Context: an optimization exercise on an open-source flow, tuned for small area, a short achievable clock period and few clock cycles per item. The choices shown serve that exercise and are no tape-out recipe.
Power and IR drop assume default switching activity.

run D:
==> flow/design.v <==
`timescale 1ns / 1ps
package sia_pkg;
    localparam logic [2:0] ACT_READ  = 3'd0;
    localparam logic [2:0] ACT_WRITE = 3'd1;
    localparam logic [2:0] ACT_ADD   = 3'd2;
    localparam logic [2:0] ACT_PREINC = 3'd3;
    localparam logic [2:0] ACT_POSTINC = 3'd4;
    localparam logic STAT_DONE = 1'b0;
    localparam logic STAT_FULL = 1'b1;
    typedef struct packed {
        logic        used;
        logic [31:0] index;
        logic [31:0] value;
    } entry_t;
    localparam int ENTRY_W = 1 + 32 + 32;   
    typedef struct packed {
        logic hit;
        logic free;
    } scan_flags_t;
    typedef enum logic [4:0] {
        ST_CLEAR  = 5'b00001,
        ST_IDLE   = 5'b00010,
        ST_SCAN   = 5'b00100,
        ST_DRAIN  = 5'b01000,
        ST_COMMIT = 5'b10000
    } state_t;
endpackage
`timescale 1ns / 1ps
module sia_ram #(
    parameter int WIDTH = 8,
    parameter int DEPTH = 16
) (
    input  logic                                   clk,
    input  logic                                   we,
    input  logic [(DEPTH > 1 ? $clog2(DEPTH) : 1)-1:0] waddr,
    input  logic [WIDTH-1:0]                       wdata,
    input  logic                                   re,
    input  logic [(DEPTH > 1 ? $clog2(DEPTH) : 1)-1:0] raddr,
    output logic [WIDTH-1:0]                       rdata
);
    logic [WIDTH-1:0] mem [DEPTH];
    always_ff @(posedge clk)
    begin
        if (we)
        begin
            mem[waddr] <= wdata;
        end
    end
    always_ff @(posedge clk)
    begin
        if (re)
        begin
            rdata <= mem[raddr];
        end
    end
endmodule
`timescale 1ns / 1ps
module sia_scan
#(
    parameter int AW = 4
) (
    input  logic               clk,
    input  logic               rst_n,
    input  logic               start,
    input  logic               chk_valid,
    input  logic [AW-1:0]      chk_addr,
    input  logic [sia_pkg::ENTRY_W-1:0] rd_data,
    input  logic [31:0]        key,
    output logic [1:0]         flags,
    output logic [AW-1:0]      hit_slot,
    output logic [AW-1:0]      free_slot,
    output logic [31:0]        hit_value
);
    sia_pkg::entry_t      ent;
    sia_pkg::scan_flags_t flags_reg;
    logic        match;
    logic        take_free;
    logic [AW-1:0] hit_slot_reg;
    logic [AW-1:0] free_slot_reg;
    logic [31:0]   hit_value_reg;
    assign ent       = sia_pkg::entry_t'(rd_data);
    assign match     = chk_valid && ent.used && (ent.index == key) && !flags_reg.hit;
    assign take_free = chk_valid && !ent.used && !flags_reg.free;
    always_ff @(posedge clk or negedge rst_n)
    begin
        if (!rst_n)
        begin
            flags_reg <= '0;
        end
        else if (start)
        begin
            flags_reg <= '0;
        end
        else
        begin
            if (match)
            begin
                flags_reg.hit <= 1'b1;
            end
            if (take_free)
            begin
                flags_reg.free <= 1'b1;
            end
        end
    end
    always_ff @(posedge clk)
    begin
        if (match)
        begin
            hit_slot_reg  <= chk_addr;
            hit_value_reg <= ent.value;
        end
        if (take_free)
        begin
            free_slot_reg <= chk_addr;
        end
    end
    assign flags     = flags_reg;
    assign hit_slot  = hit_slot_reg;
    assign free_slot = free_slot_reg;
    assign hit_value = hit_value_reg;
endmodule
`timescale 1ns / 1ps
module sparse_int_array_store
#(
    parameter int ENTRIES = 16
) (
    input  logic        clk,
    input  logic        rst_n,
    input  logic        req_valid,
    output logic        req_ready,
    input  logic [2:0]  req_action,
    input  logic [31:0] req_index,
    input  logic [31:0] req_operand,
    output logic        rsp_valid,
    input  logic        rsp_ready,
    output logic [31:0] rsp_result_value,
    output logic        rsp_status
);
    localparam int N = ENTRIES;
    logic [N-1:0] used;
    logic [31:0]  tidx [N];
    logic [31:0]  tval [N];
    logic         ready_q;
    logic         v0;
    logic [2:0]   act0;
    logic [31:0]  idx0;
    logic [31:0]  opnd0;
    logic         v1;
    logic [31:0]  idx1;
    logic [31:0]  add1;
    logic [31:0]  old1;
    logic         hit1;
    logic [N-1:0] match1;
    logic         same1;
    logic         store1;
    logic         write1;
    logic         resold1;
    logic         unused1;
    logic         wwe;
    logic         wexists;
    logic [31:0]  wval;
    logic [N-1:0] wslot;
    logic         hv, tv;
    logic [31:0]  hval, tval_q;
    logic         hst, tst;
    logic [N-1:0] match;
    logic [N-1:0] wsel;
    logic [31:0]  tabval;
    logic         hitm;
    logic         hitw;
    logic [31:0]  oldm;
    logic         samem;
    logic [31:0]  addm;
    assign wsel = wslot & {N{wwe}};
    always_comb
    begin
        for (int s = 0; s < N; s++)
            match[s] = used[s] && (tidx[s] == idx0);
        tabval = '0;
        for (int s = 0; s < N; s++)
            tabval = tabval | (tval[s] & {32{match[s] && !wsel[s]}});
        hitm  = |match;
        hitw  = |(match & wsel);
        oldm  = tabval | (wval & {32{hitw}});
        samem = v1 && (idx0 == idx1);
        case (act0)
            3'd1, 3'd2: addm = opnd0;
            3'd3, 3'd4: addm = 32'd1;
            default:    addm = 32'd0;
        endcase
    end
    logic [31:0]  sum;
    logic         zero;
    logic         nz;
    logic         hitc;
    logic [N-1:0] hslot;
    logic [N-1:0] fslot;
    logic         full;
    logic         failx;
    logic         fail;
    logic [N-1:0] slotc;
    logic [31:0]  res;
    logic         commit;
    logic         space1;
    logic         mv01;
    assign sum = old1 + add1;
    always_comb
    begin
        logic [31:0] x, c;
        x = old1 ^ add1;
        c = {old1[30:0] | add1[30:0], 1'b0};
        zero = &(~(x ^ c));
    end
    assign nz = !zero;
    assign hitc  = same1 ? wexists : hit1;
    assign hslot = same1 ? wslot : match1;
    assign full  = &used;
    always_comb
    begin
        fslot = '0;
        for (int s = N - 1; s >= 0; s--)
            if (!used[s])
                fslot = N'(1) << s;
    end
    assign failx = store1 && !hitc && full;
    assign fail  = failx && nz;
    assign slotc = hitc ? hslot : fslot;
    assign res   = (unused1 || fail) ? 32'd0 : (resold1 ? old1 : sum);
    logic pop;
    logic v0_n, v1_n, hv_n, tv_n;
    assign commit = v1 && !tv;
    assign space1 = !v1 || commit;
    assign mv01   = v0 && space1;
    assign pop    = hv && rsp_ready;
    always_comb
    begin
        v0_n = ready_q ? req_valid : v0;
        v1_n = mv01 || (v1 && !commit);
        if (tv)
        begin
            hv_n = 1'b1;
            tv_n = !pop;
        end
        else if (hv)
        begin
            hv_n = !pop || commit;
            tv_n = !pop && commit;
        end
        else
        begin
            hv_n = commit;
            tv_n = 1'b0;
        end
    end
    always_ff @(posedge clk or negedge rst_n)
    begin
        if (!rst_n)
        begin
            ready_q <= 1'b1;
            v0      <= 1'b0;
            v1      <= 1'b0;
            hv      <= 1'b0;
            tv      <= 1'b0;
            wwe     <= 1'b0;
            used    <= '0;
        end
        else
        begin
            ready_q <= !v0_n || !v1_n || !tv_n;
            v0      <= v0_n;
            v1      <= v1_n;
            hv      <= hv_n;
            tv      <= tv_n;
            if (commit)
                wwe <= store1 && !fail;
            for (int s = 0; s < N; s++)
                if (commit && store1 && slotc[s])
                    used[s] <= nz;
        end
    end
    always_ff @(posedge clk)
    begin
        if (ready_q)
        begin
            act0  <= req_action;
            idx0  <= req_index;
            opnd0 <= req_operand;
        end
        if (mv01)
        begin
            idx1    <= idx0;
            add1    <= addm;
            if (act0 == 3'd1)
                old1 <= 32'd0;
            else if (samem)
                old1 <= sum & {32{!failx}};
            else
                old1 <= oldm;
            hit1    <= hitm;
            match1  <= match;
            same1   <= samem;
            store1  <= (act0 >= 3'd1) && (act0 <= 3'd4);
            write1  <= (act0 == 3'd1);
            resold1 <= (act0 == 3'd0) || (act0 == 3'd4);
            unused1 <= (act0 >= 3'd5);
        end
        if (commit)
        begin
            wval    <= sum;
            wslot   <= slotc;
            wexists <= store1 ? (nz && !fail) : hitc;
        end
        for (int s = 0; s < N; s++)
        begin
            if (fslot[s])
                tidx[s] <= idx1;
            if (wsel[s])
                tval[s] <= wval;
        end
        if (commit)
        begin
            tval_q <= res;
            tst    <= fail;
        end
        if (!hv || pop)
        begin
            if (tv)
            begin
                hval <= tval_q;
                hst  <= tst;
            end
            else
            begin
                hval <= res;
                hst  <= fail;
            end
        end
    end
    assign req_ready        = ready_q;
    assign rsp_valid        = hv;
    assign rsp_result_value = hval;
    assign rsp_status       = hst;
endmodule
clock: 9.0 ns
lec_check: 0
cap_margin: 20
core_margin: 2
core_utilization: 40
slew_margin: 20
standard.sh (not shown) runs the stock make flow with config.mk's settings and CLKGATE_MAP_FILE= SYNTH_SCRIPT=/design/flow/synth_recipe.tcl, a recipe that flattens the netlist after the stock synthesis.
==> flow/flow/run.sh <==
#!/bin/bash
set -euo pipefail
MARGIN=$(cat flow/margin.txt)
bash standard.sh synth > synth.log 2>&1
bash standard.sh SETUP_SLACK_MARGIN="$MARGIN" finish > layout.log 2>&1
==> flow/flow/margin.txt <==
6.4
In summary, run D completed successfully, with a layout that passed the timing, DRC and antenna checks.
What run C does differently from run D at the input level:
==> flow/flow/margin.txt <==
6.0
==> comparison <==
- Worst clock skew on the final layout of run D is on par with run C.
- In terms of total power consumption of the routed design, run D and run C differ only marginally.
- In the tables for run D and run C, post-route standard cell area excluding fillers reads higher with run D.
- Summary of run C over run D: number of diodes decreased 2; part of the cycle the worst path needs decreased 0.45 points; combinational group share of total power decreased 1.2 points; clock transition at the register clock pins on the worst setup and hold paths after CTS essentially unchanged; cell area reported after detailed placement decreased about 0.65%.
- | power per cell area | run C vs run D | 0.44% higher |
- From run C to run D, detailed-route DRC error count did not move at all.
- Comparing run D and run C, the higher area growth from synthesis to layout is on run D.
Function was not checked in any run of this note: the RTL went through the layout flow alone.

-- what the ideal ports hide --
How much do the figures lean on ideal ports? The routed layouts below were timed once more, with nothing changed but the port constraints. Step 1 (the two cells are an assumption about what drives the block):
set clk [get_ports {clk}]
set_driving_cell -lib_cell sky130_fd_sc_hd__clkbuf_16 $clk
set_driving_cell -lib_cell sky130_fd_sc_hd__buf_2 [delete_from_list [all_inputs] $clk]
Step 2, shift: input delay + t, output delay - t, t = (earliest + latest rising clock arrival at the registers) / 2. This alone moves slack from input paths to output paths. a / b / c = no drivers / after step 1 / after step 2; a / b = the first two.
run | t (ns) | slack for setup (ns) | slew at the worst register clock pin (ns)
run D | 0.863 | 5.510 / 5.446 / 5.510 | 0.07 / 0.07
run C | 0.855 | 5.551 / 5.471 / 5.562 | 0.07 / 0.07
After both steps every run listed still meets setup and hold.
